From an optimization exercise on the open Yosys and OpenROAD flow, aimed at small area, a short achievable clock period and few clock cycles per item; shortcuts taken in it are not production practice. Only simulation tests tie the RTL to the original design; equivalence was not proved.

===== flow/flow/run.sh =====
#!/bin/bash
# Standard ORFS layout, with the timing repair steps asked to reach a
# tighter setup margin than the clock period alone would ask for, the
# smallest buffer on the ports, and a clock tree of large clustered buffers.
set -euo pipefail
bash standard.sh SETUP_SLACK_MARGIN=7.5 \
	"BUFFER_PORTS_ARGS=-buffer_cell sky130_fd_sc_hd__buf_1" \
	"CTS_ARGS=-sink_clustering_enable -repair_clock_nets -buf_list sky130_fd_sc_hd__clkbuf_16 -sink_clustering_size 30 -sink_clustering_max_diameter 100" \
	finish > flow_make.log 2>&1

===== flow/standard.sh =====
#!/bin/bash
# synth_recipe.tcl (not shown) runs the flow's synth.tcl, then flattens the netlist and writes it again
# the make line also repeats each setting of config.mk as NAME=value (left out here)
make -C /OpenROAD-flow-scripts/flow DESIGN_CONFIG=/design/flow/config.mk WORK_HOME=/design/flow/orfs CLKGATE_MAP_FILE= SYNTH_SCRIPT=/design/flow/synth_recipe.tcl "${@:-finish}"

===== flow/config.mk =====
export PLATFORM = sky130hd
export DESIGN_NAME = bytedecode_top
export DESIGN_NICKNAME = bytedecode_top
export VERILOG_FILES = /design/flow/design.v
export SDC_FILE = /design/flow/constraint.sdc
export NUM_CORES = 4
export LEC_CHECK = 0
export ABC_AREA = 0
export CAP_MARGIN = 20
export CORE_MARGIN = 2
export CORE_UTILIZATION = 40
export PLACE_DENSITY = 0.6
export SLEW_MARGIN = 20

===== flow/constraint.sdc =====
create_clock -name core_clock -period 10.5 [get_ports {i_clk}]
set_input_delay 2.1000 -clock core_clock [delete_from_list [all_inputs] [get_ports {i_clk}]]
set_output_delay 2.1000 -clock core_clock [all_outputs]
set_load 0.01 [all_outputs]

===== flow/design.v =====
package bytedecode_pkg;
	function automatic logic [3:0] width_therm(logic [3:0] l);
		case (l)
			4'd11:   width_therm = 4'b1111;
			4'd12:   width_therm = 4'b1110;
			4'd5:    width_therm = 4'b1100;
			4'd10:   width_therm = 4'b1000;
			default: width_therm = 4'b0000;
		endcase
	endfunction
endpackage
`timescale 1ns/10ps
module bytedecode_top (
	input  logic					i_clk,
	input  logic					i_rstn,
	input  logic [64-1:0]	i_ibytes,
	input  logic					i_ibytes_valid,
	output logic					o_ibytes_ready,
	input  logic [3:0]				i_l,
	output logic [64-1:0]	o_coeffs,
	output logic					o_coeffs_valid,
	output logic					o_done
);
	logic [63:0]	a_q;
	logic			va_q;
	logic [3:0]		ta_q;			 
	logic			la_q;			 
	logic [5:0]		p_q;
	logic [5:0]		cnt_q;			 
	logic			ready_q;		 
	logic			pge_q, pgt_q;
	logic [5:0]		thr;
	logic			emit, lastbeat, amove, load;
	assign thr      = ta_q[0] ? 6'd9 : (ta_q[3] ? 6'd4 : 6'd0);
	assign emit     = va_q & (la_q | ~pgt_q | i_ibytes_valid);
	assign lastbeat = la_q & pge_q;
	assign amove    = ~va_q | (emit & pge_q);
	assign load     = i_ibytes_valid & ready_q;
	logic [5:0]		p_sub, p_move, p_stay;
	logic [3:0]		t_in;
	logic			in_last;
	logic			ge_move, gt_move, ge_stay, gt_stay;
	assign p_sub  = p_q - thr;
	assign p_move = ~va_q ? p_q : (la_q ? 6'd0 : p_sub);
	assign p_stay = pge_q ? p_q : p_sub;
	assign t_in    = bytedecode_pkg::width_therm(i_l);
	assign in_last = (cnt_q == 6'd1);
	always_comb begin
		if (t_in[0]) begin
			ge_move = (p_move >= 6'd9);
			gt_move = (p_move >  6'd9);
		end else if (t_in[3]) begin
			ge_move = (p_move >= 6'd4);
			gt_move = (p_move >  6'd4);
		end else begin
			ge_move = 1'b1;
			gt_move = (p_move != 6'd0);
		end
		ge_stay = (p_stay >= thr);
		gt_stay = (p_stay >  thr);
	end
	always_ff @(posedge i_clk or negedge i_rstn) begin
		if (!i_rstn) begin
			va_q  <= 1'b0;
			p_q   <= '0;
			cnt_q <= '0;
		end else begin
			if (amove) begin
				va_q <= load;
				p_q  <= p_move;
			end else begin
				p_q  <= p_stay;
			end
			if (load) begin
				if (cnt_q == 6'd0) begin
					cnt_q <= {i_l - 4'd1, 2'b11};
				end else begin
					cnt_q <= cnt_q - 1'b1;
				end
			end
		end
	end
	always_ff @(posedge i_clk) begin
		if (amove) begin
			a_q     <= i_ibytes;
			ta_q    <= t_in;
			la_q    <= in_last;
			pge_q   <= ge_move;
			pgt_q   <= gt_move;
			ready_q <= ~load | ge_move;
		end else begin
			pge_q   <= ge_stay;
			pgt_q   <= gt_stay;
			ready_q <= ge_stay;
		end
	end
	logic [127:0]	cat;
	logic [87:0]	l5;
	logic [71:0]	l4;
	logic [63:0]	l3;
	logic [59:0]	sh4;
	logic [56:0]	l1;
	logic [54:0]	sh;
	logic [63:0]	win;
	logic			m11, m12, m20, m40, m55, m60;
	assign cat = {i_ibytes, a_q};
	assign l5  = p_q[5] ? cat[119:32] : cat[87:0];
	assign l4  = p_q[4] ? l5[87:16]   : l5[71:0];
	assign l3  = p_q[3] ? l4[71:8]    : l4[63:0];
	assign sh4 = p_q[2] ? l3[63:4]    : l3[59:0];
	assign l1  = p_q[1] ? sh4[58:2]   : sh4[56:0];
	assign sh  = p_q[0] ? l1[55:1]    : l1[54:0];
	assign m11 = ~(lastbeat & ta_q[0]);
	assign m12 = ~(lastbeat & ta_q[1]);
	assign m20 = ~(lastbeat & ta_q[2]);
	assign m40 = ~(lastbeat & ta_q[3]);
	assign m55 = ~ta_q[0] & m40;
	assign m60 = ~ta_q[3];
	assign win = {a_q[63:60] & {4{m60}},
	              sh4[59:55] & {5{m55}},
	              sh[54:40]  & {15{m40}},
	              sh[39:20]  & {20{m20}},
	              sh[19:12]  & {8{m12}},
	              sh[11]     & m11,
	              sh[10:0]};
	always_ff @(posedge i_clk) begin
		o_coeffs <= win;
	end
	always_ff @(posedge i_clk) begin
		o_coeffs_valid <= emit;
		o_done         <= va_q & lastbeat;
	end
	assign o_ibytes_ready = ready_q;
endmodule

==> results of run 1 <==
==> metrics by stage <==
step / worst slack (ps) / area [um2]
4_1_cts: 7230 / 13300
6_report: 7230 / 14200
3_3_place_gp: 6430 / 11100
3_5_place_dp: 6390 / 11100
2_1_floorplan: 7160 / 10600
5_1_grt: 7190 / 14200
==> state kept, by name (all words and copies together) (netlist names) <==
register and cells:
a_q 64, o_coeffs 64, cnt_q 6, p_q 6, ta_q 4, la_q 1
o_coeffs_valid 1, o_done 1, pge_q 1, pgt_q 1, ready_q 1, va_q 1
==> kinds of logic (layout without fill, tap and decap cells) <==
| group | count (synthesis) | in the layout |
|---|---|---|
| fa+ha+maj | 14 | 14 |
| buf+inv | 95 | 273 |
| xor+xnor | 4 | 4 |
| mux | 150 | 150 |
| compound gates | 376 | 376 |
| simple gates | 277 | 277 |
| flops | 151 | 151 |
==> layout make-up <==
class | count | area, um2 | area share (%)
inverters | 15 | 61.3 | 0.432
multi-input cells | 821 | 7450 | 52.6
well taps | 330 | 413 | 2.91
clock buffers | 17 | 425 | 3.00
clock inverters | 15 | 153 | 1.08
flip-flops and latches | 151 | 3820 | 26.9
repair buffers | 226 | 1860 | 13.1
==> what timing repair did <==
action | CTS | global route
endpoints found under the hold margin | 0 | 0
buffers inserted | 50 | 24
pin swaps | 71 | 56
gates resized for setup | 303 | 185
endpoints found under the setup margin | 172 | 114
cloned | 2 | 0
==> routing by layer <==
| layer | vias up | share of wire (%) |
|---|---|---|
| met4 | 0 | 5.0 |
| met1 | 4924 | 41 |
| li1 | 4540 | - |
| met3 | 149 | 11 |
| met5 | - | 0 |
| met2 | 710 | 43 |
==> cells in the final DEF (no fill, tap or decap), drive strengths merged, types with 4 or more instances in the layout <==
cell,synthesis,routed
a21o,5,5
a211oi,15,15
edfxtp,69,69
ha,14,14
mux2i,84,84
nor2b,15,15
a32o,5,5
a22oi,50,50
a221o,4,4
or3,4,4
o22a,5,5
clkbuf,28,38
nand2b,12,12
dfxtp,69,69
nand2,94,94
mux4,11,11
o221ai,22,22
o32ai,9,9
o2bb2ai,6,6
clkinv,2,7
or2,4,4
o22ai,108,108
nand4,4,4
a21oi,33,33
nand3,10,10
inv,13,19
o21ai,35,35
dfrtp,13,13
nor2,103,103
nor3,13,13
a221oi,5,5
mux2,55,55
buf,52,203
a222oi,4,4
a211o,9,9
a22o,14,14
o211ai,16,16
a31oi,6,6
and2,8,8
==> Yosys cell counts, types with 13 or more instances <==
master,instances
o21ai_0,27
mux2i_1,79
o221ai_1,21
dfrtp_1,13
o211ai_1,15
a22oi_1,50
nor2_1,101
edfxtp_1,69
mux2_2,50
buf_2,23
nand2_1,94
nor2b_1,14
o22ai_1,108
ha_1,14
dfxtp_1,69
clkbuf_1,28
a21oi_1,33
a211oi_1,14
a22o_1,14
==> worst max-delay path by stage <==
stage | start | endpoint | slack, ps | cells after the start
finish | i_ibytes[9] | o_coeffs[50]$_DFF_P_ | 7230 | 9
global route | i_ibytes[9] | o_coeffs[50]$_DFF_P_ | 7190 | 9
CTS | i_ibytes[9] | o_coeffs[52]$_DFF_P_ | 7230 | 7
detailed placement | i_ibytes_valid | ready_q$_DFF_P_ | 6390 | 8
global placement | i_ibytes_valid | ready_q$_DFF_P_ | 6430 | 8
floorplan | i_ibytes[11] | o_coeffs[52]$_DFF_P_ | 7160 | 6
==> results_dict.tcl, run 1 <==
set metrics [dict create \
    grt.met1_usage_pct 39.4 \
    finalSetupViolations 0 \
    synth_compound_area_share_pct 26.4 \
    skew_ps 10.5 \
    synth_mux_area_share_pct 17.0 \
    crit_path_start_kind "input pin" \
    r2r_setup_slack_ps 7340 \
    cts_sinks 151 \
    path_clk_slew_ps 70 \
    synth_fa_ha_area_share_pct 1.71 \
    grt_pass1_vias 9730 \
    cp.arrival_ps 3580 \
    postRouteAntennaNets 0 \
    synthSimpleGateAreaFrac_pct 12.1 \
    maxCapViolCount 0 \
    use_met2_pct 44.5 \
    ys_seq_area_share_pct 37.0 \
    cpPeakStageDelay_ps 280 \
    grt_busiest_layer "met2" \
    cts_tree "built" \
    gp_congestion 1.04 \
    syn2layout_area_growth_pct 38.8 \
    worst_ep_required_time_ps 10810 \
    drc 0 \
    max_freq_ghz 0.306 \
    synth_top_family_by_area "compound AO/OA/AOI/OAI gates" \
    clk_latency_ps 450 \
    grt.total_usage_pct 30.2 \
    fin_crit_ps 3270 \
    via_per_inst 6.55 \
    drt_pass1_iterations 6 \
    synth_warnings 1 \
    diodes 0 \
    die_w_um 164 \
    synth_top_flop_cell "edfxtp_1" \
    synth_top_cell_area_share_pct 20.3 \
    synth_edf_count 69 \
    netlist_instances 1067 \
    yosysTopAreaCell "edfxtp_1" \
    die-area_um2 26800 \
    reg2reg_to "o_coeffs[13]$_DFF_P_" \
    outcome "timing/DRC/antenna clean" \
    yosysUniqueCellTypes 81 \
    drv_slew 0 \
    crit_buf_inv 3 \
    yosys_register_bits 151 \
    syn_area_um2 10200 \
    min_delay_path_depth 1 \
    num_rows 58 \
    slew_headroom_pct 24.2 \
    crit_family "multiplexers" \
    hold-path-endpoint "cnt_q[5]$_DFFE_PN0P_" \
    wire_per_inst_um 26.1 \
    grt_max_degree 60 \
    max-clock-path-buffers 2 \
    syn_area_per_cell_um2 9.58 \
    cts_made_buffers 17 \
    io_pins 138 \
    drive_above_1_share_pct 43.1 \
    dieHeight_um 164 \
    root_buffer "clkbuf_16" \
    port_buffers 137 \
    grt_first_pass_wirelength_um 60400 \
    nets 1317 \
    core_um2 25100 \
    dp_hpwl_um 29000 \
    crit_chain "buf_8 -> mux2_4 -> mux2i_4 -> a222oi_1 -> buf_4 -> buf_6 -> a22o_1 -> nor2_2 -> o22ai_1" \
    slowest_stage "mux2_4" \
    routed_wl_um 41100 \
    tns_ps 0 \
    drtIter0Drc 1459 \
    hold_path_class "flip-flop to flip-flop" \
    initial_core_util_pct 40.7 \
    hold_buffers 0 \
    fillers 2206 \
    gr-usage-met3_pct 10.3 \
    dp.cells 1467 \
    worst_pin_slew_ps 1140 \
    htree_levels 4 \
    r2r-start "p_q[4]$_DFF_PN0_" \
    layoutNonFillerInstCount 1575 \
    final_util_pct 56.5 \
    synthTopCellsByArea "edfxtp_1, dfxtp_1, mux2i_1" \
    whs_ps 512 \
    rsz0062_at_grt "true" \
    synthXorXnorAreaFrac_pct 0.343 \
    antenna_found_initial 0 \
    grt_overflow_total 0 \
    crit_path_end_kind "flip-flop" \
    synth_nets 1152 \
    r2r_cells 7 \
    critPathMaxFanout 2 \
    hold_viol_final 0 \
    hp-start "cnt_q[5]$_DFFE_PN0P_" \
    final.period_utilization_pct 31.1 \
    crit_type "input pin to flip-flop" \
    synthArstFlopShare_pct 8.61 \
    via_count 10323 \
]
Testbench counts, summed over its fixed seeds: cycles 11,779, frames 384.
==> run 2, diff against run 1 <==
--- a/flow/config.mk
+++ b/flow/config.mk
@@ -6,8 +6,8 @@
 export NUM_CORES = 4
 export LEC_CHECK = 0
-export ABC_AREA = 0
+export ABC_AREA = 1
 export CAP_MARGIN = 20
 export CORE_MARGIN = 2
-export CORE_UTILIZATION = 40
-export PLACE_DENSITY = 0.6
+export CORE_UTILIZATION = 55
+export PLACE_DENSITY = 0.7
 export SLEW_MARGIN = 20
==> run 2 against run 1 <==
Net effect: core utilization rose by 12 points; final area fell by 17%; die area fell by 31%; maximum frequency rose by 7.8%; area after synthesis fell by 6.2%; first-iteration DRC count fell by 2.9%; register-to-register slack improved by 340 ps; critical path type unchanged; still clean on timing, DRC and antenna; wire length fell by 27%; count of clock-buffer cells in the layout did not move; cell count rose by 9.8%.
==> results_dict.tcl, run 2 <==
set metrics [dict create \
    outcome "timing/DRC/antenna clean" \
    clk_latency_ps 430 \
    syn_area_um2 9580 \
    drc 0 \
    grt_overflow_total 0 \
    maxCapViolCount 0 \
    drv_slew 0 \
    core_um2 17200 \
    critPathMaxFanout 3 \
    grt_first_pass_wirelength_um 45800 \
    whs_ps 520 \
    drtIter0Drc 1416 \
    antenna_found_initial 0 \
    final.period_utilization_pct 28.9 \
    routed_wl_um 29800 \
    ys_seq_area_share_pct 39.4 \
    final_common_cell "nand2_1" \
    synthSimpleGateAreaFrac_pct 39.5 \
    die-area_um2 18500 \
    drt_pass1_iterations 5 \
    synthXorXnorAreaFrac_pct 0.274 \
    netlist_instances 1399 \
    largestRegisters "a_q x64, o_coeffs x64" \
    cts_sinks 151 \
    cp.arrival_ps 3390 \
    initial_core_util_pct 55.8 \
    dp_hpwl_um 20400 \
    synth_fa_ha_area_share_pct 1.83 \
    crit_type "input pin to flip-flop" \
    die_w_um 136 \
    cts_made_buffers 17 \
    synth_compound_area_share_pct 10.9 \
    grt_max_degree 82 \
    slew_headroom_pct 32.4 \
    synthTopCellsByArea "edfxtp_1, nand2_1, dfxtp_1" \
    synth_warnings 1 \
    hold_path_class "flip-flop to flip-flop" \
    synth_edf_count 69 \
    path_clk_slew_ps 60 \
    yosys_register_bits 151 \
    syn_area_per_cell_um2 6.85 \
    max_freq_ghz 0.330 \
    drive_above_1_share_pct 24.9 \
    rsz0062_at_grt "true" \
    grt.total_usage_pct 32.1 \
    hold_buffers 0 \
    root_buffer "clkbuf_16" \
    fin_crit_ps 3030 \
    diodes 0 \
    synth_mux_area_share_pct 1.04 \
    crit_path_start_kind "input pin" \
    synth_most_common_cell "nand2_1" \
    synth_top_cell_area_share_pct 21.6 \
    tns_ps 0 \
    synth_top_family_by_area "simple AND/OR/NAND/NOR gates" \
    cts_tree "built" \
    hold_viol_final 0 \
    num_rows 48 \
    via_per_inst 5.83 \
    worst_ep_required_time_ps 10860 \
    synthTopCellsByCount "nand2_1, nand3_1, nor2_1" \
    dieHeight_um 136 \
    synthArstFlopShare_pct 8.61 \
    syn2layout_area_growth_pct 22.9 \
    yosysUniqueCellTypes 37 \
    synth_top_flop_cell "edfxtp_1" \
    synth_nets 1484 \
    worst_pin_slew_ps 1010 \
    final_cell_mix "nand2_1, nand3_1, nor2_1, edfxtp_1, nand2_2" \
    finalSetupViolations 0 \
    port_buffers 137 \
    nets 1577 \
    postRouteAntennaNets 0 \
    grt_pass1_vias 8680 \
    skew_ps 8.54 \
    gp_congestion 0.996 \
    htree_levels 4 \
    io_pins 138 \
    max-clock-path-buffers 2 \
    via_count 10084 \
    crit_path_end_kind "flip-flop" \
    yosysTopAreaCell "edfxtp_1" \
    wire_per_inst_um 17.2 \
]
run 2: critical path: stages:
cell and delay [ps]:
buf_4 100, nand2_1 60, and2_4 180, mux2i_4 290, nand2_2 140, nand3_4 150
nand3_2 80, nand2_2 90, o21ai_1 60, nor2_1 140
run 2: final timing paths:
kind	from	to	slack [ps]	cells after the start
max reg2reg	p_q[1]$_DFF_PN0_	ready_q$_DFF_P_	7680	15
min	cnt_q[1]$_DFFE_PN0P_	cnt_q[1]$_DFFE_PN0P_	520	2
max in group asynchronous	i_rstn	p_q[4]$_DFF_PN0_	8180	1
min reg2reg	cnt_q[1]$_DFFE_PN0P_	cnt_q[1]$_DFFE_PN0P_	520	2
min in group asynchronous	i_rstn	p_q[0]$_DFF_PN0_	1740	1
max	i_ibytes[23]	o_coeffs[33]$_DFF_P_	7470	10
run 2: logic make-up (layout without fill, tap and decap cells):
logic type                 after synthesis  count (layout)
and+or+nand+nor                        891             891
AOI/OAI and AO/OA                      185             185
DFF                                    151             151
buffers and inverters                  145             251
adders and majority gates               14              14
muxes                                   10              10
xor gates and xnor gates                 3               3
run 2: repair_timing:
item | 4_1_cts | 5_1_grt
setup endpoints to repair | 134 | 119
gates cloned | 1 | 0
pin swaps | 15 | 82
setup buffers | 8 | 8
endpoints found under the hold margin | 0 | 0
resized for setup | 98 | 265
run 2: stage by stage:
stage | cell area (um2) | instances | worst slack (ps) | utilization (%)
6_report | 11800 | 1730 | 7470 | 68.6
5_1_grt | 11800 | 1730 | 7380 | 68.6
4_1_cts | 11000 | 1722 | 7470 | 63.9
3_5_place_dp | 10000 | 1681 | 5960 | 58.3
3_3_place_gp | 10000 | 1681 | 6000 | 58.3
2_1_floorplan | 9590 | 1399 | 6510 | -
run 2: layout make-up:
type / instances / area (um2)
Clock inverter: 15 / 173
Fill cell: 1553 / 5400
Clock buffer: 17 / 425
Timing Repair Buffer: 166 / 921
Multi-Input combinational cell: 1103 / 5970
Sequential cell: 151 / 3790
Timing Repair inverter: 1 / 7.51
Tap cell: 225 / 282
Inverter: 52 / 204
run 2: per-layer routing:
layer | global-route usage [%] | vias up | share of wire, %
li1 | - | 4883 | -
met1 | 45.2 | 4642 | 43
met2 | 49.0 | 490 | 45
met3 | 6.49 | 69 | 8.8
met4 | 11.7 | 0 | 3.9
met5 | 0 | - | 0
==> run 3, diff against run 2 <==
--- a/flow/flow/run.sh
+++ b/flow/flow/run.sh
@@ -4,5 +4,5 @@
 # smallest buffer on the ports, and a clock tree of large clustered buffers.
 set -euo pipefail
-bash standard.sh SETUP_SLACK_MARGIN=7.5 \
+bash standard.sh SETUP_SLACK_MARGIN=7.4 \
 	"BUFFER_PORTS_ARGS=-buffer_cell sky130_fd_sc_hd__buf_1" \
 	"CTS_ARGS=-sink_clustering_enable -repair_clock_nets -buf_list sky130_fd_sc_hd__clkbuf_16 -sink_clustering_size 30 -sink_clustering_max_diameter 100" \
--- a/flow/config.mk
+++ b/flow/config.mk
@@ -9,5 +9,5 @@
 export CAP_MARGIN = 20
 export CORE_MARGIN = 2
-export CORE_UTILIZATION = 55
-export PLACE_DENSITY = 0.7
+export CORE_UTILIZATION = 40
+export PLACE_DENSITY = 0.6
 export SLEW_MARGIN = 20
==> run 3 against run 2 <==
Net effect: global-route usage is 7.9 points lower; synthesized cell count unchanged; area after synthesis unchanged; hold slack got worse by 2.9 ps; sequential cell count unchanged; core utilization shrank 21 points; non-clock buffer count shrank 12; largest cell class unchanged; highest routed layer unchanged.
==> results_dict.tcl, run 3 <==
set metrics [dict create \
    outcome "timing/DRC/antenna clean" \
    final_cell_mix "nand2_1, nand3_1, nor2_1, buf_1" \
    yosysUniqueCellTypes 37 \
    synthTopCellsByArea "edfxtp_1, nand2_1, dfxtp_1" \
    clk_latency_ps 440 \
    drive_above_1_share_pct 12.4 \
    worst_pin_slew_ps 909 \
    grt_pass1_vias 8966 \
    max-clock-path-buffers 2 \
    skew_ps 13.5 \
    cp.arrival_ps 3480 \
    grt_first_pass_wirelength_um 48500 \
    crit_chain "clkbuf_2 -> nand2_1 -> inv_2 -> a21oi_4 -> mux2i_2 -> nand2_1 -> nand3_2 -> nand3_1 -> nand2_1 -> nand2_1 -> nand2_1" \
    critical_path.most_common_cell "nand2_1" \
    fin_crit_ps 3100 \
    final_common_cell "nand2_1" \
    core_um2 23500 \
    dp_hpwl_um 21400 \
    largestRegisters "a_q x64, o_coeffs x64" \
    root_buffer "clkbuf_16" \
    synthArstFlopShare_pct 8.61 \
    yosys_register_bits 151 \
    wire_per_inst_um 16.9 \
    synth_top_cell_area_share_pct 21.6 \
    syn_area_per_cell_um2 6.85 \
    placed_cell_area_um2 10100 \
    antenna_found_initial 0 \
    hold-path-endpoint "o_coeffs[62]$_DFF_P_" \
    crit_path_start_kind "input pin" \
    via_count 9752 \
    critPathMaxFanout 3 \
    cts_tree "built" \
    cts_made_buffers 17 \
    max_freq_ghz 0.323 \
    grt_overflow_total 0 \
    synth_edf_count 69 \
    die-area_um2 25200 \
    fillers 2422 \
    synth_warnings 1 \
    rsz0062_at_grt "true" \
    fin_area_um2 11200 \
    slew_headroom_pct 39.4 \
    initial_core_util_pct 40.8 \
    r2r-start "p_q[3]$_DFF_PN0_" \
    path_clk_slew_ps 70 \
    synthTopCellsByCount "nand2_1, nand3_1, nor2_1" \
    r2r_cells 14 \
    grt_max_degree 87 \
    setup_slack_ps 7400 \
    num_rows 56 \
    dieHeight_um 159 \
    cts_sinks 151 \
    min_delay_path_depth 2 \
    reg2reg_to "ready_q$_DFF_P_" \
    hold_viol_final 0 \
    postRouteAntennaNets 0 \
    drv_slew 0 \
    final.period_utilization_pct 29.5 \
    grt.total_usage_pct 24.2 \
    routed_wl_um 30500 \
    diodes 0 \
    yosysTopAreaCell "edfxtp_1" \
    worst_ep_required_time_ps 10880 \
    maxCapViolCount 0 \
    post-place-ws_ps 6320 \
    synth_top_flop_cell "edfxtp_1" \
    crit_path_end_kind "flip-flop" \
    drt_pass1_iterations 7 \
    drtIter0Drc 968 \
    syn_area_um2 9580 \
    ys_seq_area_share_pct 39.4 \
    port_buffers 137 \
    hp-start "a_q[62]$_DFFE_PN_" \
    htree_levels 4 \
    multi_input_area_um2 5540 \
    synth_most_common_cell "nand2_1" \
    final_util_pct 47.7 \
    regArea_um2 3780 \
    hold_path_class "flip-flop to flip-flop" \
    tns_ps 0 \
    drc 0 \
    r2r_setup_slack_ps 7610 \
    io_pins 138 \
    synth_nets 1484 \
    syn2layout_area_growth_pct 16.9 \
    crit_type "input pin to flip-flop" \
    via_per_inst 5.38 \
    netlist_instances 1399 \
    nets 1564 \
    slowest_stage "mux2i_2" \
    whs_ps 517 \
    gp_congestion 0.903 \
    cpPeakStageDelay_ps 290 \
    finalSetupViolations 0 \
    die_w_um 159 \
]
[run 3: layout make-up]
class	count	area share, %
Clock buffer	19	4.24
Clock inverter	13	1.14
Inverter	52	1.80
Multi-Input combinational cell	1103	49.4
Sequential cell	151	33.8
Tap cell	319	3.56
Timing Repair Buffer	154	6.08
[run 3: worst max-delay path: cells and delay by family]
kind            cells  cell delay [ps]
buf+inv             2              220
compound gates      1               50
mux                 1              290
simple gates        7              810
[run 3: per-layer routing]
layer | global-route usage [%] | part of all wire, %
met1 | 32.1 | 44
met2 | 39.8 | 47
met3 | 4.26 | 6.4
met4 | 8.63 | 3.2
met5 | 0 | 0
[run 3: worst max path at each step]
stage	startpoint	depth (start not counted)	endpoint	slack, ps
after floorplan	i_ibytes_valid	3	a_q[0]$_DFFE_PN_	6510
after global placement	i_ibytes_valid	7	p_q[4]$_DFF_PN0_	6410
after detailed placement	i_ibytes_valid	7	p_q[4]$_DFF_PN0_	6320
after CTS	i_ibytes[14]	10	o_coeffs[15]$_DFF_P_	7370
after global routing	i_ibytes[28]	11	o_coeffs[36]$_DFF_P_	7330
final	i_ibytes[7]	11	o_coeffs[10]$_DFF_P_	7400
[run 3: kinds of logic (layout without fill, tap and decap cells)]
| kind of cell | count (synthesis) | count (layout) | synth area share (%) |
|---|---|---|---|
| adder cells (fa/ha/maj) | 14 | 14 | 1.83 |
| flip-flops | 151 | 151 | 39.4 |
| XOR/XNOR | 3 | 3 | 0.274 |
| multiplexers | 10 | 10 | 1.04 |
| AND/OR/NAND/NOR | 891 | 891 | 39.5 |
| AO/OA/AOI/OAI | 185 | 185 | 10.9 |
| buffers and inverters | 145 | 238 | 6.93 |
[run 3: timing repair]
action,4_1_cts,5_1_grt
hold buffers,0,0
resized for setup,26,120
setup buffers,2,3
endpoints found under the hold margin,0,0
setup endpoints to repair,121,58
pin swaps,3,28
[run 3: per-stage QoR]
step	cells
2_1_floorplan	1399
3_3_place_gp	1774
3_5_place_dp	1774
4_1_cts	1808
5_1_grt	1811
6_report	1811
==> run 4, diff against run 3 <==
--- a/flow/flow/run.sh
+++ b/flow/flow/run.sh
@@ -4,5 +4,5 @@
 # smallest buffer on the ports, and a clock tree of large clustered buffers.
 set -euo pipefail
-bash standard.sh SETUP_SLACK_MARGIN=7.4 \
+bash standard.sh SETUP_SLACK_MARGIN=7.2 \
 	"BUFFER_PORTS_ARGS=-buffer_cell sky130_fd_sc_hd__buf_1" \
 	"CTS_ARGS=-sink_clustering_enable -repair_clock_nets -buf_list sky130_fd_sc_hd__clkbuf_16 -sink_clustering_size 30 -sink_clustering_max_diameter 100" \
==> run 4 against run 3 <==
Net effect: still clean; setup slack got worse by 130 ps; cell count fell by 0.22%; core utilization fell by 1.8 points; area after synthesis did not move; wire length shrank 0.73%; sequential share of layout area increased by 1.3 points; non-clock buffer count is 4 lower; via count decreased by 1.2%; largest cell class unchanged.
==> results_dict.tcl, run 4 <==
set metrics [dict create \
    crit_path_start_kind "input pin" \
    drt_pass1_iterations 6 \
    drc 0 \
    crit_chain "buf_1 -> o21ai_0 -> mux2i_1 -> nand2_1 -> nand3_1 -> o21ai_1 -> o21ai_1 -> nand2_1 -> nand2_1" \
    root_buffer "clkbuf_16" \
    largestRegisters "a_q x64, o_coeffs x64" \
    netlist_instances 1399 \
    nets 1560 \
    finalSetupViolations 0 \
    postRouteAntennaNets 0 \
    max-clock-path-buffers 2 \
    slowest_stage "mux2i_1" \
    core_um2 23500 \
    slew_headroom_pct 42.6 \
    critPathMaxFanout 3 \
    cp.arrival_ps 3620 \
    hold_viol_final 0 \
    htree_levels 4 \
    diodes 0 \
    hold_path_class "flip-flop to flip-flop" \
    max_freq_ghz 0.309 \
    via_per_inst 5.33 \
    synth_top_flop_cell "edfxtp_1" \
    initial_core_util_pct 40.8 \
    synth_nets 1484 \
    path_clk_slew_ps 70 \
    drive_above_1_share_pct 5.17 \
    clk_latency_ps 440 \
    min_delay_path_depth 2 \
    grt_max_degree 87 \
    yosysUniqueCellTypes 37 \
    drv_slew 0 \
    die_w_um 159 \
    yosys_register_bits 151 \
    worstSetupPathDepth 9 \
    worst_pin_slew_ps 861 \
    synthTopCellsByArea "edfxtp_1, nand2_1, dfxtp_1" \
    synthArstFlopShare_pct 8.61 \
    grt.total_usage_pct 24.2 \
    via_count 9632 \
    crit_buf_inv 1 \
    final_common_cell "nand2_1" \
    cpPeakStageDelay_ps 420 \
    hold_buffers 0 \
    die-area_um2 25200 \
    maxCapViolCount 0 \
    synth_most_common_cell "nand2_1" \
    syn_area_per_cell_um2 6.85 \
    syn_area_um2 9580 \
    dp_hpwl_um 21400 \
    port_buffers 137 \
    synthTopCellsByCount "nand2_1, nand3_1, nor2_1" \
    crit_type "input pin to flip-flop" \
    cts_made_buffers 17 \
    fin_crit_ps 3230 \
    tns_ps 0 \
    grt_first_pass_wirelength_um 48200 \
    final_cell_mix "nand2_1, nand3_1, buf_1, nor2_1, o21ai_0" \
    synth_top_cell_area_share_pct 21.6 \
    cts_sinks 151 \
    num_rows 56 \
    grt_overflow_total 0 \
    skew_ps 11.6 \
    crit_family "compound AO/OA/AOI/OAI gates" \
    syn2layout_area_growth_pct 12.5 \
    crit_path_end_kind "flip-flop" \
    cts_tree "built" \
    grt_pass1_vias 8929 \
    ys_seq_area_share_pct 39.4 \
    final.period_utilization_pct 30.8 \
    critical_path.most_common_cell "nand2_1" \
    synth_warnings 1 \
    r2r_cells 10 \
    io_pins 138 \
    wire_per_inst_um 16.8 \
    outcome "timing/DRC/antenna clean" \
    dieHeight_um 159 \
    rsz0062_at_grt "true" \
    gp_congestion 0.903 \
    drtIter0Drc 954 \
    yosysTopAreaCell "edfxtp_1" \
    worst_ep_required_time_ps 10890 \
    antenna_found_initial 0 \
    routed_wl_um 30300 \
    synth_edf_count 69 \
]
[run 4: cell types whose count changed in the layout (fill, tap and decap cells not counted), moves of 13 or more]
cell,before,now
nand3_1,252,268
clkbuf_2,15,0
nand3_2,18,2
buf_1,120,137
nand2_1,424,450
nand2_2,31,5
o21ai_2,20,7
[run 4: worst paths after layout]
path                                    from                    to  slack [ps]
setup / recovery                 i_ibytes[5]   o_coeffs[7]$_DFF_P_        7270
hold / removal             a_q[61]$_DFFE_PN_  o_coeffs[61]$_DFF_P_         510
setup reg to reg            p_q[5]$_DFF_PN0_   o_coeffs[7]$_DFF_P_        7510
hold reg to reg            a_q[61]$_DFFE_PN_  o_coeffs[61]$_DFF_P_         510
max in group asynchronous             i_rstn      p_q[2]$_DFF_PN0_        8200
min in group asynchronous             i_rstn  cnt_q[2]$_DFFE_PN0P_        1730
[run 4: worst min-delay path, delay by kind of cell, from the launching register on]
family                 cells  cell delay, ps
DFF                        1             340
and+or+nand+nor            1              80
buffers and inverters      1              50
[run 4: area by class of cell]
type                            count  area, um2
Multi-Input combinational cell   1103       5180
Clock inverter                     13        128
Sequential cell                   151       3780
Clock buffer                       19        475
Tap cell                          319        399
Inverter                           52        201
Fill cell                        2483      12700
Timing Repair Buffer              150        619
[run 4: stage by stage]
step	worst slack (ps)	util [%]	hold WS (ps)	cells	instance area [um2]
detailed placement	6320	43.1	503	1774	10100
floorplan	6510	-	460	1399	9590
finish	7270	45.9	514	1807	10800
global placement	6410	43.1	494	1774	10100
CTS	7210	45.8	519	1807	10800
global route	7170	45.9	558	1807	10800
[run 4: cell families after synthesis]
| group | count (synthesis) | share of synthesized area [%] |
|---|---|---|
| xor+xnor | 3 | 0.274 |
| compound gates | 185 | 10.9 |
| buf+inv | 145 | 6.93 |
| flops | 151 | 39.4 |
| simple gates | 891 | 39.5 |
| mux | 10 | 1.04 |
| fa+ha+maj | 14 | 1.83 |
[run 4: timing repair]
| item | 4_1_cts | 5_1_grt |
|---|---|---|
| hold endpoints to repair | 0 | 0 |
| setup buffers | 1 | 0 |
| pin swaps | 0 | 1 |
| gates resized for setup | 3 | 13 |
| setup endpoints to repair | 65 | 46 |
| cloned | 0 | 0 |
[run 4: metal layers]
| layer | vias up | track usage [%] | routed length, um |
|---|---|---|---|
| met5 | - | 0 | 0 |
| met3 | 45 | 4.41 | 1690 |
| met1 | 4418 | 32.1 | 13600 |
| met2 | 331 | 39.2 | 14100 |
| li1 | 4838 | - | - |
| met4 | 0 | 8.92 | 873 |
==> run 5, diff against run 4 <==
--- a/flow/flow/run.sh
+++ b/flow/flow/run.sh
@@ -4,5 +4,5 @@
 # smallest buffer on the ports, and a clock tree of large clustered buffers.
 set -euo pipefail
-bash standard.sh SETUP_SLACK_MARGIN=7.2 \
+bash standard.sh SETUP_SLACK_MARGIN=7.5 \
 	"BUFFER_PORTS_ARGS=-buffer_cell sky130_fd_sc_hd__buf_1" \
 	"CTS_ARGS=-sink_clustering_enable -repair_clock_nets -buf_list sky130_fd_sc_hd__clkbuf_16 -sink_clustering_size 30 -sink_clustering_max_diameter 100" \
==> run 5 against run 4 <==
Net effect: via count rose by 0.67%; sequential cell count is the same; still clean on timing, DRC and antenna; global-route usage is 0.43 points higher; non-clock buffer count is 9 higher; hold slack worse by 1.6 ps.
==> results_dict.tcl, run 5 <==
set metrics [dict create \
    via_per_inst 5.34 \
    drtIter0Drc 817 \
    hold_buffers 0 \
    grt_overflow_total 0 \
    synthTopCellsByArea "edfxtp_1, nand2_1, dfxtp_1" \
    synthXorXnorAreaFrac_pct 0.274 \
    htree_levels 4 \
    slew_headroom_pct 33.9 \
    synth_mux_area_share_pct 1.04 \
    dieHeight_um 159 \
    diodes 0 \
    cts_sinks 151 \
    initial_core_util_pct 40.8 \
    synth_top_flop_cell "edfxtp_1" \
    port_buffers 137 \
    cpPeakStageDelay_ps 370 \
    largestRegisters "a_q x64, o_coeffs x64" \
    antenna_found_initial 0 \
    num_rows 56 \
    wire_per_inst_um 17.1 \
    synth_fa_ha_area_share_pct 1.83 \
    skew_ps 21.1 \
    hold_path_class "flip-flop to flip-flop" \
    via_count 9697 \
    crit_path_start_kind "flip-flop" \
    grt_pass1_vias 9100 \
    synthSimpleGateAreaFrac_pct 39.5 \
    layoutNonFillerInstCount 1816 \
    hold_viol_final 0 \
    max_freq_ghz 0.331 \
    synth_nets 1484 \
    cp.arrival_ps 920 \
    routed_wl_um 31100 \
    synth_top_family_by_area "simple AND/OR/NAND/NOR gates" \
    synth_most_common_cell "nand2_1" \
    core_um2 23500 \
    crit_chain "buf_6" \
    postRouteAntennaNets 0 \
    yosys_register_bits 151 \
    grt_first_pass_wirelength_um 49300 \
    syn_area_per_cell_um2 6.85 \
    crit_family "flip-flops" \
    dp.cells 1775 \
    netlist_instances 1399 \
    gp_congestion 0.948 \
    final_cell_mix "nand2_1, nand3_1, nor2_1, edfxtp_1, o21ai_0" \
    max-clock-path-buffers 2 \
    worst_pin_slew_ps 992 \
    synth_edf_count 69 \
    drv_slew 0 \
    syn2layout_area_growth_pct 21.8 \
    yosysUniqueCellTypes 37 \
    syn_area_um2 9580 \
    tns_ps 0 \
    root_buffer "clkbuf_16" \
    rsz0062_at_grt "true" \
    synth_warnings 1 \
    grt.total_usage_pct 24.6 \
    die-area_um2 25200 \
    dp_hpwl_um 21700 \
    drt_pass1_iterations 5 \
    path_clk_slew_ps 70 \
    drive_above_1_share_pct 22.2 \
    fin_crit_ps 3020 \
    clk_latency_ps 440 \
    final.period_utilization_pct 28.8 \
    cts_tree "built" \
    cts_made_buffers 17 \
    yosysTopAreaCell "edfxtp_1" \
    critPathMaxFanout 1 \
    crit_buf_inv 1 \
    ys_seq_area_share_pct 39.4 \
    outcome "timing/DRC/antenna clean" \
    final_common_cell "nand2_1" \
    synth_compound_area_share_pct 10.9 \
    crit_type "flip-flop to primary output" \
    grt_max_degree 86 \
    drc 0 \
    crit_path_end_kind "primary output" \
    synth_top_cell_area_share_pct 21.6 \
    worst_ep_required_time_ps 8400 \
    maxCapViolCount 0 \
    synthTopCellsByCount "nand2_1, nand3_1, nor2_1" \
    io_pins 138 \
    slowest_stage "dfxtp_4" \
    nets 1569 \
    synthArstFlopShare_pct 8.61 \
    finalSetupViolations 0 \
    die_w_um 159 \
]
[run 5: cell count changes in the layout (fill, tap and decap cells not counted), sizes merged]
cell / delta
bufinv: -2
inv: +2
buf: -14
clkinvlp: +3
clkbuf: +21
clkinv: -1
[run 5: path summary, 6_finish.rpt]
| path | start | slack [ps] | endpoint | cells past startpoint |
|---|---|---|---|---|
| hold reg to reg | cnt_q[1]$_DFFE_PN0P_ | 510 | cnt_q[1]$_DFFE_PN0P_ | 2 |
| setup / recovery | o_coeffs[11]$_DFF_P_ | 7480 | o_coeffs[11] | 1 |
| max in group asynchronous | i_rstn | 8210 | p_q[4]$_DFF_PN0_ | 1 |
| min in group asynchronous | i_rstn | 1720 | p_q[5]$_DFF_PN0_ | 1 |
| setup reg to reg | p_q[5]$_DFF_PN0_ | 7670 | o_coeffs[1]$_DFF_P_ | 10 |
| hold / removal | cnt_q[1]$_DFFE_PN0P_ | 510 | cnt_q[1]$_DFFE_PN0P_ | 2 |
[run 5: repair_timing]
action	in CTS	in global routing
setup endpoints to repair	175	163
buffers inserted	4	5
resized for setup	151	165
endpoints found under the hold margin	0	0
pin swaps	22	64
[run 5: stage by stage]
stage	util (%)	instance area (um2)	worst slack (ps)	hold WS [ps]
after CTS	47.4	11100	7460	520
after floorplan	-	9590	6510	460
after detailed placement	43.2	10100	6600	491
after global routing	49.7	11700	7350	551
final	49.7	11700	7480	512
after global placement	43.2	10100	6650	488
[run 5: cell type report]
| cell class | count | area [um2] |
|---|---|---|
| timing repair buffer | 159 | 911 |
| inverter | 52 | 199 |
| fill | 2423 | 11800 |
| multi-input combinational | 1103 | 5800 |
| sequential | 151 | 3800 |
| tap | 319 | 399 |
| clock buffer | 17 | 425 |
| clock inverter | 15 | 134 |
[run 5: cell families (layout without fill, tap and decap cells)]
group,count (synthesis),in the layout
XOR/XNOR,3,3
AO/OA/AOI/OAI,185,185
adder cells (fa/ha/maj),14,14
flip-flops,151,151
AND/OR/NAND/NOR,891,891
multiplexers,10,10
buffers and inverters,145,243
[run 5: layer usage]
| metal | GRT usage (%) | up-vias | part of all wire (%) | wire length [um] |
|---|---|---|---|---|
| met5 | 0 | - | 0 | 0 |
| met4 | 10.5 | 0 | 3.7 | 1150 |
| met3 | 4.41 | 59 | 5.8 | 1800 |
| met2 | 39.6 | 314 | 47 | 14600 |
| met1 | 32.5 | 4463 | 44 | 13600 |
| li1 | - | 4861 | - | - |
==> run 6, diff against run 5 <==
--- a/flow/flow/run.sh
+++ b/flow/flow/run.sh
@@ -6,4 +6,4 @@
 bash standard.sh SETUP_SLACK_MARGIN=7.5 \
 	"BUFFER_PORTS_ARGS=-buffer_cell sky130_fd_sc_hd__buf_1" \
-	"CTS_ARGS=-sink_clustering_enable -repair_clock_nets -buf_list sky130_fd_sc_hd__clkbuf_16 -sink_clustering_size 30 -sink_clustering_max_diameter 100" \
+	"CTS_ARGS=-sink_clustering_enable -repair_clock_nets -buf_list sky130_fd_sc_hd__clkbuf_8 -root_buf sky130_fd_sc_hd__clkbuf_16" \
 	finish > flow_make.log 2>&1
==> run 6 against run 5 <==
Net effect: cell count is 0.50% higher; wire length is 0.87% higher; maximum frequency down 1.0%; count of clock-buffer cells in the layout unchanged; register-to-register slack barely moved; critical path depth grew 11; first-iteration DRC count down 0.98%; area after synthesis unchanged; via count rose by 0.48%; synthesized cell count did not move; die area is the same; critical endpoint is now o_coeffs[45]$_DFF_P_; largest cell class unchanged.
==> results_dict.tcl, run 6 <==
set metrics [dict create \
    outcome "timing/DRC/antenna clean" \
    netlist_instances 1399 \
    die-area_um2 25200 \
    final.period_utilization_pct 29.1 \
    cts_sinks 151 \
    dr_wl_met3_um 2080 \
    hold_buffers 0 \
    rsz0062_at_grt "true" \
    placed_cell_area_um2 10100 \
    io_pins 138 \
    drv_slew 0 \
    yosysTopAreaCell "edfxtp_1" \
    synthArstFlopShare_pct 8.61 \
    critPathMaxFanout 3 \
    diodes 0 \
    grt_pass1_vias 9152 \
    clk_latency_ps 400 \
    port_buffers 137 \
    drtIter0Drc 809 \
    via_count 9744 \
    postRouteAntennaNets 0 \
    gp_congestion 0.948 \
    core_um2 23500 \
    syn_area_per_cell_um2 6.85 \
    synthTopCellsByCount "nand2_1, nand3_1, nor2_1" \
    synth_most_common_cell "nand2_1" \
    hold_path_class "flip-flop to flip-flop" \
    dr_wl_met2_um 14600 \
    via_per_inst 5.34 \
    reg2reg_to "o_coeffs[1]$_DFF_P_" \
    critical_path.endpoint "o_coeffs[45]$_DFF_P_" \
    min_delay_path_depth 2 \
    slew_headroom_pct 31.7 \
    antenna_found_initial 0 \
    grt_overflow_total 0 \
    die_w_um 159 \
    max-clock-path-buffers 2 \
    finalSetupViolations 0 \
    wl_met1_um 13500 \
    htree_levels 4 \
    crit_type "input pin to flip-flop" \
    maxCapViolCount 0 \
    crit_path_start_kind "input pin" \
    ys_seq_area_share_pct 39.4 \
    max_freq_ghz 0.328 \
    layoutNonFillerInstCount 1825 \
    skew_ps 19.4 \
    synth_top_cell_area_share_pct 21.6 \
    drc 0 \
    crit_start "i_ibytes[35]" \
    cp.arrival_ps 3390 \
    yosys_register_bits 151 \
    worst_pin_slew_ps 1020 \
    routed_wl_um 31300 \
    synthTopCellsByArea "edfxtp_1, nand2_1, dfxtp_1" \
    drt_pass1_iterations 5 \
    worst_ep_required_time_ps 10840 \
    syn_area_um2 9580 \
    wire_per_inst_um 17.2 \
    yosysUniqueCellTypes 37 \
    r2r_cells 10 \
    final_cell_mix "nand2_1, nand3_1, nor2_1, buf_1, edfxtp_1" \
    synth_nets 1484 \
    tns_ps 0 \
    grt.total_usage_pct 24.7 \
    final_common_cell "nand2_1" \
    fin_crit_ps 3050 \
    dp.cells 1775 \
    synth_warnings 1 \
    grt_first_pass_wirelength_um 49500 \
    nets 1578 \
    drive_above_1_share_pct 23.6 \
    path_clk_slew_ps 100 \
    top_layer_used "met4" \
    cts_made_buffers 17 \
    synth_top_flop_cell "edfxtp_1" \
    dieHeight_um 159 \
    crit_path_end_kind "flip-flop" \
    synth_edf_count 69 \
    dp_hpwl_um 21700 \
    r2r-start "p_q[5]$_DFF_PN0_" \
    r2r_setup_slack_ps 7680 \
    cts_tree "built" \
    initial_core_util_pct 40.8 \
    root_buffer "clkbuf_16" \
    largestRegisters "a_q x64, o_coeffs x64" \
    hold_viol_final 0 \
    syn2layout_area_growth_pct 22.0 \
    grt_max_degree 86 \
    fin_area_um2 11700 \
    num_rows 56 \
]
## run 6: cell count changes in the layout (fill, tap and decap cells not counted), sizes merged
cell,delta
buf,-14
clkbuf,+23
## run 6: per-stage QoR
step           hold slack (ps)  util, %  worst slack (ps)
6_report                   521     49.8              7450
5_1_grt                    574     49.8              7310
4_1_cts                    528     47.0              7430
3_5_place_dp               491     43.2              6600
3_3_place_gp               488     43.2              6650
2_1_floorplan              460        -              6510
## run 6: area by class of cell
class                   instances  area [um2]
repair buffers                168         901
inverters                      52         204
flip-flops and latches        151        3790
well taps                     319         399
multi-input cells            1103        6010
fillers                      2424       11800
clock buffers                  17         245
clock inverters                15         134
## run 6: routing by layer
layer  global-route usage [%]  up-vias
met5                        0        -
met3                     4.26       52
met4                     11.4        0
met2                     39.5      330
li1                         -     4878
met1                     32.6     4484
## run 6: how the worst min path moves through the flow
stage                          from  slack (ps)                   end
2_1_floorplan     a_q[61]$_DFFE_PN_         460  o_coeffs[61]$_DFF_P_
3_3_place_gp      a_q[61]$_DFFE_PN_         490  o_coeffs[61]$_DFF_P_
3_5_place_dp      a_q[61]$_DFFE_PN_         490  o_coeffs[61]$_DFF_P_
4_1_cts        cnt_q[1]$_DFFE_PN0P_         530  cnt_q[1]$_DFFE_PN0P_
5_1_grt           a_q[63]$_DFFE_PN_         570  o_coeffs[63]$_DFF_P_
6_report       cnt_q[1]$_DFFE_PN0P_         520  cnt_q[1]$_DFFE_PN0P_
## run 6: worst max-delay path, stage by stage
cell      delay (ps)
buf_6             70
inv_2             30
nand2_2           50
o21ai_2           70
nand2_2          110
o21ai_4          110
or2_1            290
o211ai_1         130
nand3_1          130
nand2_2          140
nor2_2            50
nor2_1           110
## run 6: repair_timing
action | 4_1_cts | 5_1_grt
buffers inserted | 13 | 5
setup endpoints to repair | 137 | 167
cloned | 0 | 0
pin swaps | 40 | 65
resized for setup | 144 | 196
## run 6: cells by family (layout without fill, tap and decap cells)
kind of cell	Yosys count	in the layout	share of synthesized area (%)
compound gates	185	185	10.9
simple gates	891	891	39.5
flops	151	151	39.4
buf+inv	145	252	6.93
fa+ha+maj	14	14	1.83
mux	10	10	1.04
xor+xnor	3	3	0.274
==> run 7, diff against run 6 <==
==> flow/flow/run.sh (replaced) <==
#!/bin/bash
# Standard ORFS layout, with the timing repair steps asked to reach a
# tighter setup margin than the clock period alone would ask for, the
# smallest buffer on the ports, and a clock tree of large clustered buffers.
set -euo pipefail
bash standard.sh SETUP_SLACK_MARGIN=7.4 \
	"BUFFER_PORTS_ARGS=-buffer_cell sky130_fd_sc_hd__buf_1" \
	"CTS_ARGS=-sink_clustering_enable -repair_clock_nets -buf_list sky130_fd_sc_hd__clkbuf_16 -sink_clustering_size 30 -sink_clustering_max_diameter 100 -dont_use_dummy_load" \
	finish > flow_make.log 2>&1
==> run 7 against run 6 <==
Net effect: non-clock buffer count shrank 14; critical path depth shrank 1; maximum frequency shrank 1.9%; setup slack lost 59 ps; die area is the same; register-to-register slack lost 60 ps; highest routed layer unchanged; sequential cell count is the same; count of clock-buffer cells in the layout is the same.
==> results_dict.tcl, run 7 <==
set metrics [dict create \
    crit_type "input pin to flip-flop" \
    worstSetupPathDepth 11 \
    synthTopCellsByArea "edfxtp_1, nand2_1, dfxtp_1" \
    synthSimpleGateAreaFrac_pct 39.5 \
    fin_crit_ps 3110 \
    crit_family "simple AND/OR/NAND/NOR gates" \
    core_um2 23500 \
    r2r_cells 10 \
    synth_edf_count 69 \
    via_count 9674 \
    drtIter0Drc 886 \
    synthArstFlopShare_pct 8.61 \
    reg2reg_to "o_coeffs[7]$_DFF_P_" \
    maxCapViolCount 0 \
    final.period_utilization_pct 29.6 \
    wire_per_inst_um 16.8 \
    skew_ps 23.7 \
    grt_max_degree 87 \
    crit_path_end_kind "flip-flop" \
    cts_tree "built" \
    die-area_um2 25200 \
    r2r_setup_slack_ps 7620 \
    syn_area_per_cell_um2 6.85 \
    worst_pin_slew_ps 890 \
    cp.arrival_ps 3410 \
    post-place-ws_ps 6320 \
    critical_path.most_common_cell "nand2_1" \
    postRouteAntennaNets 0 \
    crit_chain "clkbuf_2 -> nand2_1 -> nand2_1 -> nand2_1 -> o21ai_0 -> o21ai_1 -> nand2_1 -> nand3_1 -> nand3_1 -> nand2_1 -> nor2_1" \
    dp_hpwl_um 21400 \
    crit_path_start_kind "input pin" \
    drive_above_1_share_pct 12.4 \
    synth_top_family_by_area "simple AND/OR/NAND/NOR gates" \
    cts_sinks 151 \
    routed_wl_um 30200 \
    syn2layout_area_growth_pct 15.8 \
    drv_slew 0 \
    synthTopCellsByCount "nand2_1, nand3_1, nor2_1" \
    largestRegisters "a_q x64, o_coeffs x64" \
    initial_core_util_pct 40.8 \
    r2r-start "p_q[5]$_DFF_PN0_" \
    yosys_register_bits 151 \
    io_pins 138 \
    synth_top_flop_cell "edfxtp_1" \
    diodes 0 \
    grt_pass1_vias 8968 \
    crit_start "i_ibytes[0]" \
    grt.total_usage_pct 24.0 \
    die_w_um 159 \
    worst_ep_required_time_ps 10800 \
    synth_nets 1484 \
    drt_pass1_iterations 6 \
    htree_levels 4 \
    syn_area_um2 9580 \
    num_rows 56 \
    hold_viol_final 0 \
    grt_overflow_total 0 \
    slew_headroom_pct 40.7 \
    synth_compound_area_share_pct 10.9 \
    path_clk_slew_ps 60 \
    outcome "timing/DRC/antenna clean" \
    final_cell_mix "nand2_1, nand3_1, nor2_1, buf_1" \
    yosysTopAreaCell "edfxtp_1" \
    grt_first_pass_wirelength_um 48300 \
    crit_buf_inv 1 \
    synth_fa_ha_area_share_pct 1.83 \
    rsz0062_at_grt "true" \
    clk_latency_ps 430 \
    gp_congestion 0.903 \
    via_per_inst 5.39 \
    drc 0 \
    critPathMaxFanout 3 \
    synth_most_common_cell "nand2_1" \
    synthXorXnorAreaFrac_pct 0.274 \
    critical_path.endpoint "o_coeffs[51]$_DFF_P_" \
    finalSetupViolations 0 \
    cts_made_buffers 17 \
    ys_seq_area_share_pct 39.4 \
    hold_buffers 0 \
    setup_slack_ps 7390 \
    slowest_stage "o21ai_1" \
    synth_warnings 1 \
    nets 1564 \
    netlist_instances 1399 \
    yosysUniqueCellTypes 37 \
    final_common_cell "nand2_1" \
    tns_ps 0 \
    root_buffer "clkbuf_16" \
    synth_mux_area_share_pct 1.04 \
    hold_path_class "flip-flop to flip-flop" \
    antenna_found_initial 0 \
    max-clock-path-buffers 2 \
    dieHeight_um 159 \
    max_freq_ghz 0.321 \
    cpPeakStageDelay_ps 300 \
    port_buffers 137 \
    synth_top_cell_area_share_pct 21.6 \
]
run 7: cell counts after synthesis:
Identical to the previous run, type by type.
run 7: area by class of cell:
class                           instances  area, um2
Clock buffer                           17        425
Fill cell                            2433      12400
Inverter                               52        201
Multi-Input combinational cell       1103       5600
Sequential cell                       151       3780
Tap cell                              319        399
Timing Repair Buffer                  154        683
run 7: how the worst min path moves through the flow:
stage                      endpoint  cells past startpoint                 start  slack [ps]
6_report       o_coeffs[62]$_DFF_P_                      2     a_q[62]$_DFFE_PN_         510
5_1_grt        o_coeffs[62]$_DFF_P_                      2     a_q[62]$_DFFE_PN_         550
4_1_cts        o_coeffs[62]$_DFF_P_                      2     a_q[62]$_DFFE_PN_         510
3_5_place_dp   cnt_q[1]$_DFFE_PN0P_                      2  cnt_q[1]$_DFFE_PN0P_         500
3_3_place_gp   o_coeffs[63]$_DFF_P_                      2     a_q[63]$_DFFE_PN_         490
2_1_floorplan  o_coeffs[61]$_DFF_P_                      2     a_q[61]$_DFFE_PN_         460
run 7: cells by family after synthesis:
kind of cell,Yosys count
AOI/OAI and AO/OA,185
DFF,151
muxes,10
xor gates and xnor gates,3
buffers and inverters,145
adders and majority gates,14
and+or+nand+nor,891
run 7: per-stage QoR:
| step | cell area, um2 | instances | hold slack, ps | util (%) |
|---|---|---|---|---|
| 2_1_floorplan | 9590 | 1399 | 460 | - |
| 3_3_place_gp | 10100 | 1774 | 494 | 43.1 |
| 3_5_place_dp | 10100 | 1774 | 503 | 43.1 |
| 4_1_cts | 10600 | 1793 | 512 | 45.3 |
| 5_1_grt | 11100 | 1796 | 554 | 47.3 |
| 6_report | 11100 | 1796 | 509 | 47.3 |
run 7: tightest hold or removal path: stages (launching register included):
cell and delay [ps]:
edfxtp_1 340, inv_1 70, nor2_1 70
run 7: metal layers:
layer,wire (um),GRT usage (%)
met5,0,0
met4,792,7.88
met3,1970,3.84
met2,14300,40.0
met1,13200,31.8
run 7: what timing repair did:
action                     in CTS  in global routing
buffers inserted                2                  3
gates resized for setup        25                137
pin swaps                       2                 39
setup endpoints to repair     122                 60
==> run 8, diff against run 7 <==
==> flow/flow/run.sh (replaced) <==
#!/bin/bash
# Standard ORFS layout with these changes:
#  - synthesis maps logic with ABC's area mapper (flow/abc_area.script, used
#    as ABC_AREA=1 script); registers are mapped as in the standard synthesis
#  - timing repair aims at a tighter setup margin than the clock period asks
#  - the smallest buffer on the ports, and a clock tree of clustered
#    clkbuf_16 buffers
set -euo pipefail
rm -rf scripts_copy
cp -r "$FLOW_HOME/scripts" scripts_copy
cp flow/abc_area.script scripts_copy/abc_area.script
bash standard.sh SCRIPTS_DIR="$PWD/scripts_copy" SETUP_SLACK_MARGIN=7.4 \
	"BUFFER_PORTS_ARGS=-buffer_cell sky130_fd_sc_hd__buf_1" \
	"CTS_ARGS=-sink_clustering_enable -repair_clock_nets -buf_list sky130_fd_sc_hd__clkbuf_16 -sink_clustering_size 30 -sink_clustering_max_diameter 100" \
	finish > flow_make.log 2>&1
==> flow/flow/abc_area.script (new file) <==
strash
dch
amap
topo
stime -c
buffer -c
upsize -c
dnsize -c
==> run 8 against run 7 <==
Net effect: first-iteration DRC count shrank 9.9%; sequential share of layout area is 0.48 points higher; sequential cell count unchanged; core utilization rose by 6.9 points; final area shrank 1.3%; cell count decreased by 31%; count of clock-buffer cells in the layout up 3; largest cell class unchanged; hold slack barely moved; still clean.
==> results_dict.tcl, run 8 <==
set metrics [dict create \
    synth_warnings 1 \
    tns_ps 0 \
    grt_max_degree 85 \
    via_per_inst 6.14 \
    die_w_um 148 \
    via_count 7600 \
    netlist_instances 864 \
    drv_slew 0 \
    diodes 0 \
    routed_wl_um 25900 \
    drtIter0Drc 798 \
    drc 0 \
    maxCapViolCount 0 \
    critPathMaxFanout 3 \
    yosysUniqueCellTypes 41 \
    initial_core_util_pct 40.8 \
    largestRegisters "a_q x64, o_coeffs x64" \
    synth_nets 949 \
    nets 1039 \
    grt_overflow_total 0 \
    crit_path_start_kind "input pin" \
    dieHeight_um 148 \
    worst_ep_required_time_ps 10800 \
    rsz0062_at_grt "true" \
    io_pins 138 \
    drt_pass1_iterations 5 \
    final.period_utilization_pct 30.4 \
    max-clock-path-buffers 2 \
    postRouteAntennaNets 0 \
    syn_area_um2 8250 \
    max_freq_ghz 0.313 \
    syn_area_per_cell_um2 9.55 \
    hold_viol_final 0 \
    path_clk_slew_ps 70 \
    clk_latency_ps 430 \
    synthTopCellsByCount "o22a_1, o22ai_1, nor2_1" \
    ys_seq_area_share_pct 45.8 \
    synth_top_cell_area_share_pct 25.1 \
    synthTopCellsByArea "edfxtp_1, o22a_1, dfxtp_1" \
    yosys_register_bits 151 \
    core_um2 20200 \
    grt_first_pass_wirelength_um 38400 \
    grt_pass1_vias 6848 \
    yosysTopAreaCell "edfxtp_1" \
    slew_headroom_pct 35.8 \
    drive_above_1_share_pct 26.1 \
    setup_slack_ps 7310 \
    cts_made_buffers 17 \
    cp.arrival_ps 3490 \
    skew_ps 11.4 \
    outcome "timing/DRC/antenna clean" \
    finalSetupViolations 0 \
    port_buffers 137 \
    gp_congestion 0.891 \
    htree_levels 4 \
    wire_per_inst_um 20.9 \
    crit_path_end_kind "flip-flop" \
    worst_pin_slew_ps 964 \
    grt.total_usage_pct 22.6 \
    final_common_cell "o22a_1" \
    final_cell_mix "o22a_1, buf_1, nor2_1, o22ai_1" \
    post-place-ws_ps 6540 \
    synthArstFlopShare_pct 8.61 \
    root_buffer "clkbuf_16" \
    crit_type "input pin to flip-flop" \
    num_rows 52 \
    syn2layout_area_growth_pct 32.7 \
    synth_most_common_cell "o22a_1" \
    fin_crit_ps 3190 \
    synth_edf_count 69 \
    synth_top_flop_cell "edfxtp_1" \
    cts_sinks 151 \
    die-area_um2 21800 \
    cts_tree "built" \
    hold_path_class "flip-flop to flip-flop" \
    dp_hpwl_um 17800 \
    antenna_found_initial 0 \
]
## run 8: changes by cell type in the layout (fill, tap and decap cells not counted), moves of 22 or more
| cell | change |
|---|---|
| nand2_1 | -400 |
| nand3_1 | -244 |
| o22a_1 | +158 |
| o22ai_1 | +69 |
| o22ai_2 | +63 |
| o21ai_0 | -51 |
| nor2_1 | -46 |
| a22oi_1 | +45 |
| nand2_2 | -34 |
| buf_1 | -31 |
| o211ai_1 | -27 |
| nand3_2 | -24 |
| o22ai_4 | +23 |
| o21ai_1 | -22 |
## run 8: path summary, 6_finish.rpt
path	start	end	slack, ps	depth (start not counted)
setup / recovery	i_ibytes[1]	o_coeffs[49]$_DFF_P_	7310	9
hold / removal	pgt_q$_DFF_P_	o_coeffs_valid$_DFF_P_	510	1
setup reg to reg	p_q[5]$_DFF_PN0_	o_coeffs[8]$_DFF_P_	7450	8
hold reg to reg	pgt_q$_DFF_P_	o_coeffs_valid$_DFF_P_	510	1
max in group asynchronous	i_rstn	p_q[5]$_DFF_PN0_	8220	1
min in group asynchronous	i_rstn	p_q[5]$_DFF_PN0_	1720	1
## run 8: layout make-up
type,instances,area [um2]
fill,1840,9280
tap,270,338
timing repair inverter,1,5.00
multi-input combinational,585,4910
inverter,35,191
clock buffer,20,500
clock inverter,12,124
sequential,151,3790
timing repair buffer,163,1090
## run 8: cell families (layout without fill, tap and decap cells)
group / Yosys count / in the layout / synth area share (%)
compound gates: 445 / 445 / 39.7
fa+ha+maj: 14 / 14 / 2.12
buf+inv: 128 / 231 / 6.04
flops: 151 / 151 / 45.8
simple gates: 126 / 126 / 6.32
## run 8: routing by layer
layer,GRT usage [%],share of wire (%),vias up
li1,-,-,3652
met1,32.0,45,3666
met2,35.0,46,258
met3,4.81,7.0,24
met4,6.20,2.1,0
met5,0,0,-
## run 8: worst max-delay path, stage by stage
cell     delay [ps]
buf_4           130
o22ai_4         160
o22a_1          180
nor2_1           60
a21oi_2         260
o22a_1          230
o22ai_1         110
a22oi_1         200
nor2_1           50
## run 8: repair_timing
action | 4_1_cts | 5_1_grt
gates resized for setup | 211 | 58
hold buffers | 0 | 0
setup endpoints to repair | 126 | 126
buffers inserted | 10 | 1
pin swaps | 59 | 46
cloned | 0 | 4
## run 8: metrics by stage
| step | area, um2 | hold WS, ps | util, % | instances |
|---|---|---|---|---|
| after floorplan | 8510 | 481 | - | 864 |
| after global placement | 9070 | 488 | 44.8 | 1189 |
| after detailed placement | 9070 | 493 | 44.8 | 1189 |
| after CTS | 10700 | 513 | 52.7 | 1231 |
| after global routing | 11000 | 544 | 54.1 | 1237 |
| final | 11000 | 509 | 54.1 | 1237 |

==> separate check: timing with driven ports <==
No port has a modelled driver above. Below, the same layouts with a new extraction and two added sets of constraints.
Step 1, drivers: a clkbuf_16 drives i_clk and a buf_2 each remaining input, both assumed.
Step 2, shift: input delay + t, output delay - t, t = (earliest + latest rising clock arrival at the registers) / 2. This alone moves slack from input paths to output paths.
Slacks: no drivers / after step 1 / after step 2; pairs: no drivers / after step 1.
run | shift t [ns] | setup slack, ns | slew at the worst register clock pin (ns) | pins driven straight from the clock port
run 1 | 0.490 | 7.232 / 7.242 / 6.752 | 0.07 / 0.07 | 1
run 2 | 0.473 | 7.468 / 7.466 / 7.010 | 0.07 / 0.07 | 1
run 3 | 0.486 | 7.400 / 7.387 / 6.936 | 0.07 / 0.07 | 1
run 4 | 0.483 | 7.266 / 7.283 / 6.800 | 0.07 / 0.07 | 1
run 5 | 0.481 | 7.478 / 7.428 / 6.998 | 0.07 / 0.07 | 1
run 6 | 0.442 | 7.447 / 7.446 / 7.004 | 0.10 / 0.10 | 1
run 7 | 0.468 | 7.388 / 7.377 / 6.948 | 0.06 / 0.06 | 1
run 8 | 0.475 | 7.310 / 7.334 / 6.858 | 0.07 / 0.07 | 1
After both steps setup and hold are still met in every run listed.
